Context: an optimization exercise on an open-source flow, tuned for small area and a short achievable clock period. The choices shown serve that exercise and are no tape-out recipe.
Only simulation tests tie the RTL to the original design; equivalence was not proved.

==> run X: inputs <==
Design singleInstruction, start of the top module:
module singleInstruction (
    input logic clk,
    input logic reset,
    input rvPkg::word_t instruction,
    input rvPkg::word_t pcNext,
    output rvPkg::word_t aluResult
);
    rvPkg::word_t rs1Data;
    rvPkg::word_t rs2Data;
    rvPkg::word_t aluRight;
    rvPkg::word_t memReadData;
    rvPkg::word_t loadValue;
    rvPkg::word_t regWriteData;
    rvPkg::memAddr_t memOffset;
    logic isLoad, isStore, regWrite, useRegB;
    rvPkg::word_t imm;
    logic doSub, selSum, selShift, shiftLeft, shiftArith;
    logic selSlt, selSltu, selEq, selXor, selOr, selAnd;
    logic wbAlu, wbLui, wbJal;
    logic [2:0] funct3;
    assign funct3 = instruction[14:12];
    controlUnit decode (
        .instruction(instruction),
        .isLoad(isLoad), .isStore(isStore), .regWrite(regWrite), .useRegB(useRegB),
        .imm(imm), .doSub(doSub), .selSum(selSum), .selShift(selShift),
        .shiftLeft(shiftLeft), .shiftArith(shiftArith), .selSlt(selSlt),
        .selSltu(selSltu), .selEq(selEq), .selXor(selXor), .selOr(selOr),
        .selAnd(selAnd), .wbAlu(wbAlu), .wbLui(wbLui), .wbJal(wbJal)
    );
    registerFile regFile (
        .clk(clk), .reset(reset),
        .readAddrA(instruction[19:15]), .readAddrB(instruction[24:20]),
        .writeEnable(regWrite), .writeAddr(instruction[11:7]),
        .writeData(regWriteData),
        .readDataA(rs1Data), .readDataB(rs2Data)
    );
    assign aluRight = useRegB ? rs2Data : imm;
    alu aluUnit (
        .doSub(doSub), .selSum(selSum), .selShift(selShift), .shiftLeft(shiftLeft),
        .shiftArith(shiftArith), .selSlt(selSlt), .selSltu(selSltu), .selEq(selEq),
        .selXor(selXor), .selOr(selOr), .selAnd(selAnd),
        .left(rs1Data), .right(aluRight), .result(aluResult)
    );
    assign memOffset = isStore ? {instruction[25], instruction[11:7]} : instruction[25:20];
    dataMemory mainMemory (
        .clk(clk), .reset(reset),
        .baseA(rs1Data[rvPkg::MEM_ADDR_BITS-1:0]), .baseB(memOffset),
        .writeData(rs2Data), .writeEnable(isStore), .width(funct3),
        .readData(memReadData)
    );
    always_comb begin
        case (funct3)
            3'b000: loadValue = {{24{memReadData[7]}}, memReadData[7:0]};
            3'b100: loadValue = {24'b0, memReadData[7:0]};
            default: loadValue = memReadData;
        endcase
    end
    always_comb begin
  ...
clock: 13.0 ns
lec_check: 0
cap_margin: 20
core_margin: 2
core_utilization: 45
place_density: 0.55
slew_margin: 20
synth_hierarchical: 1
run.sh (not shown) runs the stock make flow with config.mk's settings and CLKGATE_MAP_FILE= SYNTH_SCRIPT=/design/flow/synth_recipe.tcl, a recipe that flattens the netlist after the stock synthesis.
==> run P: changes against run X <==
--- a/flow/design.v
+++ b/flow/design.v
@@ -102,100 +102,34 @@
     end
     assign wbAlu = isOpImm || isOp;
     assign wbLui = isLui;
     assign wbJal = isJal;
     assign regWrite = isLui || isJal || isOpImm || isOp || isLoad;
 endmodule
 `timescale 1ns/1ps
-module aoi222 (
-    input logic a1, a2, b1, b2, c1, c2,
-    output logic y
-);
-    assign y = !((a1 & a2) | (b1 & b2) | (c1 & c2));
-endmodule
-module nand2g (
-    input logic a, b,
-    output logic y
-);
-    assign y = !(a & b);
-endmodule
-module nand3g (
-    input logic a, b, c,
-    output logic y
-);
-    assign y = !(a & b & c);
-endmodule
-module nand4g (
-    input logic a, b, c, d,
-    output logic y
-);
-    assign y = !(a & b & c & d);
-endmodule
-module or2g (
-    input logic a, b,
-    output logic y
-);
-    assign y = a | b;
-endmodule
-module or3g (
-    input logic a, b, c,
-    output logic y
-);
-    assign y = a | b | c;
-endmodule
-module selectOr31 (
-    input logic [30:0] data,
-    input logic [30:0] sel,
-    output logic y
-);
-    logic [10:0] groupN;
-    logic [2:0] part;
-    for (genvar g = 0; g < 10; g++) begin : g_aoi
-        aoi222 u (
-            .a1(data[3*g]), .a2(sel[3*g]), .b1(data[3*g+1]), .b2(sel[3*g+1]),
-            .c1(data[3*g+2]), .c2(sel[3*g+2]), .y(groupN[g])
-        );
-    end
-    nand2g uLast (.a(data[30]), .b(sel[30]), .y(groupN[10]));
-    nand4g uPart0 (.a(groupN[0]), .b(groupN[1]), .c(groupN[2]), .d(groupN[3]), .y(part[0]));
-    nand4g uPart1 (.a(groupN[4]), .b(groupN[5]), .c(groupN[6]), .d(groupN[7]), .y(part[1]));
-    nand3g uPart2 (.a(groupN[8]), .b(groupN[9]), .c(groupN[10]), .y(part[2]));
-    or3g uOut (.a(part[0]), .b(part[1]), .c(part[2]), .y(y));
-endmodule
 module registerFile (
     input logic clk,
     input logic reset,
     input rvPkg::regAddr_t readAddrA,
     input rvPkg::regAddr_t readAddrB,
     input logic writeEnable,
     input rvPkg::regAddr_t writeAddr,
     input rvPkg::word_t writeData,
     output rvPkg::word_t readDataA,
     output rvPkg::word_t readDataB
 );
     rvPkg::word_t regs [0:rvPkg::REG_COUNT-2];
     rvPkg::word_t loadData;
-    logic [rvPkg::REG_COUNT-2:0] selA, selB;
     always_comb begin
+        readDataA = '0;
+        readDataB = '0;
         for (int i = 1; i < rvPkg::REG_COUNT; i++) begin
-            selA[i - 1] = readAddrA == i[4:0];
-            selB[i - 1] = readAddrB == i[4:0];
-        end
-    end
-    logic [32*(rvPkg::REG_COUNT-1)-1:0] words;
-    always_comb begin
-        for (int i = 0; i < rvPkg::REG_COUNT - 1; i++) words[32*i +: 32] = regs[i];
-    end
-    for (genvar b = 0; b < 32; b++) begin : g_read
-        logic [rvPkg::REG_COUNT-2:0] column;
-        always_comb begin
-            for (int i = 1; i < rvPkg::REG_COUNT; i++) column[i - 1] = words[32 * (31 - i) + b];
+            readDataA = readDataA | (regs[31 - i] & {32{readAddrA == i[4:0]}});
+            readDataB = readDataB | (regs[31 - i] & {32{readAddrB == i[4:0]}});
         end
-        selectOr31 uA (.data(column), .sel(selA), .y(readDataA[b]));
-        selectOr31 uB (.data(column), .sel(selB), .y(readDataB[b]));
     end
     assign loadData = writeData & {32{!reset}};
     always_ff @(posedge clk) begin
         if (writeEnable && writeAddr != '0) regs[~writeAddr] <= loadData;
         if (reset) begin
             for (int i = 0; i < rvPkg::REG_COUNT - 1; i++) begin
                 regs[i] <= loadData;
@@ -216,81 +150,42 @@
     input logic selXor,
     input logic selOr,
     input logic selAnd,
     input rvPkg::word_t left,
     input rvPkg::word_t right,
     output rvPkg::word_t result
 );
-    rvPkg::word_t sum;
-    rvPkg::word_t addend;
-    rvPkg::word_t gen, prop;
-    logic carryOut;
+    logic [32:0] sum;
     rvPkg::word_t diffXor;
     logic signedLess, unsignedLess, equal;
     rvPkg::word_t shiftIn, shifted, shiftOut;
     logic [63:0] shiftWide;
     logic fill;
-    assign addend = right ^ {32{doSub}};
-    always_comb begin
-        rvPkg::word_t g, p;
-        g = left & addend;
-        p = left ^ addend;
-        g[0] = g[0] | (p[0] & doSub);
-        for (int l = 0; l < 5; l++) begin
-            for (int i = 0; i < 32; i++) begin
-                if (((i >> l) & 1) == 1) begin
-                    g[i] = g[i] | (p[i] & g[((i >> l) << l) - 1]);
-                    p[i] = p[i] & p[((i >> l) << l) - 1];
-                end
-            end
-        end
-        gen = g;
-        prop = p;
-    end
-    assign sum = (left ^ addend) ^ {gen[30:0], doSub};
-    assign carryOut = gen[31];
-    assign unsignedLess = !carryOut;
+    assign sum = {1'b0, left} + {1'b0, right ^ {32{doSub}}} + {32'b0, doSub};
+    assign unsignedLess = !sum[32];
     assign signedLess = (left[31] ^ right[31]) ? left[31] : sum[31];
     assign diffXor = left ^ right;
     assign equal = diffXor == '0;
     always_comb begin
         for (int i = 0; i < 32; i++) shiftIn[i] = shiftLeft ? left[31 - i] : left[i];
     end
     assign fill = shiftArith && !shiftLeft && left[31];
     assign shiftWide = {{32{fill}}, shiftIn} >> right[4:0];
     assign shifted = shiftWide[31:0];
     always_comb begin
         for (int i = 0; i < 32; i++) shiftOut[i] = shiftLeft ? shifted[31 - i] : shifted[i];
     end
-    assign result = ({32{selSum}} & sum)
+    assign result = ({32{selSum}} & sum[31:0])
                   | ({32{selShift}} & shiftOut)
                   | {31'b0, (selSlt & signedLess) | (selSltu & unsignedLess) | (selEq & equal)}
                   | ({32{selXor}} & diffXor)
                   | ({32{selOr}} & (left | right))
                   | ({32{selAnd}} & (left & right));
 endmodule
 `timescale 1ns/1ps
-module selectOr16 (
-    input logic [15:0] data,
-    input logic [15:0] sel,
-    output logic y
-);
-    logic [5:0] groupN;
-    logic [1:0] part;
-    for (genvar g = 0; g < 5; g++) begin : g_aoi
-        aoi222 u (
-            .a1(data[3*g]), .a2(sel[3*g]), .b1(data[3*g+1]), .b2(sel[3*g+1]),
-            .c1(data[3*g+2]), .c2(sel[3*g+2]), .y(groupN[g])
-        );
-    end
-    nand2g uLast (.a(data[15]), .b(sel[15]), .y(groupN[5]));
-    nand3g uPart0 (.a(groupN[0]), .b(groupN[1]), .c(groupN[2]), .y(part[0]));
-    nand3g uPart1 (.a(groupN[3]), .b(groupN[4]), .c(groupN[5]), .y(part[1]));
-    or2g uOut (.a(part[0]), .b(part[1]), .y(y));
-endmodule
 module dataMemory (
     input logic clk,
     input logic reset,
     input rvPkg::memAddr_t baseA,
     input rvPkg::memAddr_t baseB,
     input rvPkg::word_t writeData,
     input logic writeEnable,
@@ -299,76 +194,44 @@
 );
     rvPkg::memAddr_t base;
     logic [1:0] offset;
     rvPkg::word_t bankOut;
     logic [63:0] readPair;
     logic [63:0] writePair;
     rvPkg::word_t bankIn;
-    logic [8*rvPkg::MEM_BYTES-1:0] allCells;
     assign base = baseA + baseB;
     assign offset = base[1:0];
     assign writePair = {writeData, writeData} << {offset, 3'b000};
     assign bankIn = writePair[63:32];
     for (genvar j = 0; j < 4; j++) begin : g_bank
         rvPkg::memByte_t cells [0:rvPkg::MEM_ROWS-1];
-        rvPkg::memAddr_t bias;
-        rvPkg::memAddr_t rowAddr;
-        rvPkg::memAddr_t half;
-        rvPkg::memAddr_t both;
-        logic carryIn;
-        logic [rvPkg::MEM_ROWS-1:0] rowHit;
+        logic [5:0] rowAddr;
+        logic [3:0] row;
         logic [1:0] lane;
         logic laneWrite;
         logic bankWrite;
-        assign bias = baseB + rvPkg::MEM_ADDR_BITS'(3 - j);
-        assign rowAddr = baseA + bias;
-        assign half = baseA ^ bias;
-        assign both = baseA & bias;
-        assign carryIn = both[1] | (half[1] & both[0]);
-        logic [rvPkg::MEM_ROW_BITS-1:0] carryIfZero, carryIfOne;
-        logic [rvPkg::MEM_ROW_BITS-1:0] bitOkZero [0:1];
-        assign carryIfZero[0] = carryIn;
-        assign carryIfOne[0] = carryIn;
-        for (genvar i = 1; i < rvPkg::MEM_ROW_BITS; i++) begin : g_carry
-            assign carryIfZero[i] = both[i + 1] | half[i + 1];
-            assign carryIfOne[i] = both[i + 1];
-        end
-        assign bitOkZero[0] = half[rvPkg::MEM_ADDR_BITS-1:2] ~^ carryIfZero;
-        assign bitOkZero[1] = half[rvPkg::MEM_ADDR_BITS-1:2] ~^ carryIfOne;
+        assign rowAddr = baseA + baseB + 6'(3 - j);
+        assign row = rowAddr[5:2];
         always_comb begin
+            bankOut[8*j +: 8] = '0;
             for (int r = 0; r < rvPkg::MEM_ROWS; r++) begin
-                rowHit[r] = 1'b1;
-                for (int i = 0; i < rvPkg::MEM_ROW_BITS; i++) begin
-                    logic prev;
-                    prev = (i == 0) ? 1'b0 : r[(i + 3) % 4];
-                    rowHit[r] = rowHit[r] & (r[i] ? !bitOkZero[prev][i] : bitOkZero[prev][i]);
-                end
-            end
-        end
-        always_comb begin
-            for (int r = 0; r < rvPkg::MEM_ROWS; r++) allCells[(j * rvPkg::MEM_ROWS + r) * 8 +: 8] = cells[r];
-        end
-        for (genvar b = 0; b < 8; b++) begin : g_read
-            logic [rvPkg::MEM_ROWS-1:0] column;
-            always_comb begin
-                for (int r = 0; r < rvPkg::MEM_ROWS; r++) column[r] = allCells[(j * rvPkg::MEM_ROWS + r) * 8 + b];
+                bankOut[8*j +: 8] = bankOut[8*j +: 8] | (cells[r] & {8{row == r[3:0]}});
             end
-            selectOr16 u (.data(column), .sel(rowHit), .y(bankOut[8*j + b]));
         end
         assign lane = 2'(j) - offset;
         always_comb begin
             case (width)
                 rvPkg::WIDTH_HALF: laneWrite = lane[1] == 1'b0;
                 rvPkg::WIDTH_WORD: laneWrite = 1'b1;
                 default: laneWrite = lane == 2'b00;
             endcase
         end
         assign bankWrite = laneWrite && writeEnable && !reset;
         always_ff @(posedge clk) begin
-            if (bankWrite) cells[rowAddr[rvPkg::MEM_ADDR_BITS-1:2]] <= bankIn[8*j +: 8];
+            if (bankWrite) cells[row] <= bankIn[8*j +: 8];
         end
     end
     assign readPair = {bankOut, bankOut} >> {offset, 3'b000};
     assign readData = readPair[31:0];
 endmodule
 `timescale 1ns/1ps
 module singleInstruction (
==> flow/config.mk (replaced) <==
export PLATFORM = sky130hd
export DESIGN_NAME = singleInstruction
export DESIGN_NICKNAME = singleInstruction
export VERILOG_FILES = /design/flow/design.v
export SDC_FILE = /design/flow/constraint.sdc
export NUM_CORES = 4
export LEC_CHECK = 0
export CAP_MARGIN = 20
export CORE_MARGIN = 2
export CORE_UTILIZATION = 30
export PLACE_DENSITY = 0.4
export SLEW_MARGIN = 20
==> results.toml <==
[outcome]
status = "timing/DRC/antenna clean"

[route]
dr_wl_met2_um = 188000
route.met3.wl_um = 49300

[worst_hold_path]
min_to = "mainMemory.g_bank[2].cells[11][3]$_DFFE_PP_"

[final_layout]
drive_gt1_frac = 0.159

[pwr]
leakage_nw = 31.7
-- figures above: run P

==> results.toml <==
[pwr]
power.share.clock = 0.200
switchingPower_mw = 8.65
leakage_nw = 27.5

[outcome]
status = "timing/DRC/antenna clean"

[worst_hold_path]
min_to = "mainMemory.g_bank[3].cells[11][0]$_DFFE_PP_"

[global_route]
antenna_found_initial = 14

[route]
dr_wl_met2_um = 120000
route.met3.wl_um = 31700

[final_layout]
drive_gt1_frac = 0.164

[run]
maxCapViolCount = 0
-- figures above: run X

port drivers added, routing unchanged:
In the flow no input, the clock included, has a driving cell. The finished layouts below were timed again as built, in two steps. Step 1 assumes that a clkbuf_16 drives the clock port and a buf_2 every other input. Step 2 also shifts input and output timing later by t, the mid clock arrival at the registers, as if the neighbouring blocks saw the same clock. Three values: ideal ports, drivers, drivers and shift; two values: the first two.
run	shift t [ns]	slack for setup (ns)	worst slew at a driven data input, ns
run X	0.878	0.277 / 0.185 / 0.185	0.15
run P	0.940	0.242 / 0.029 / 0.029	0.22
After both steps every run listed still meets setup and hold. The setup slack of run P, which loses most, moves by -0.213 ns with the drivers and by -0.213 ns with both steps.
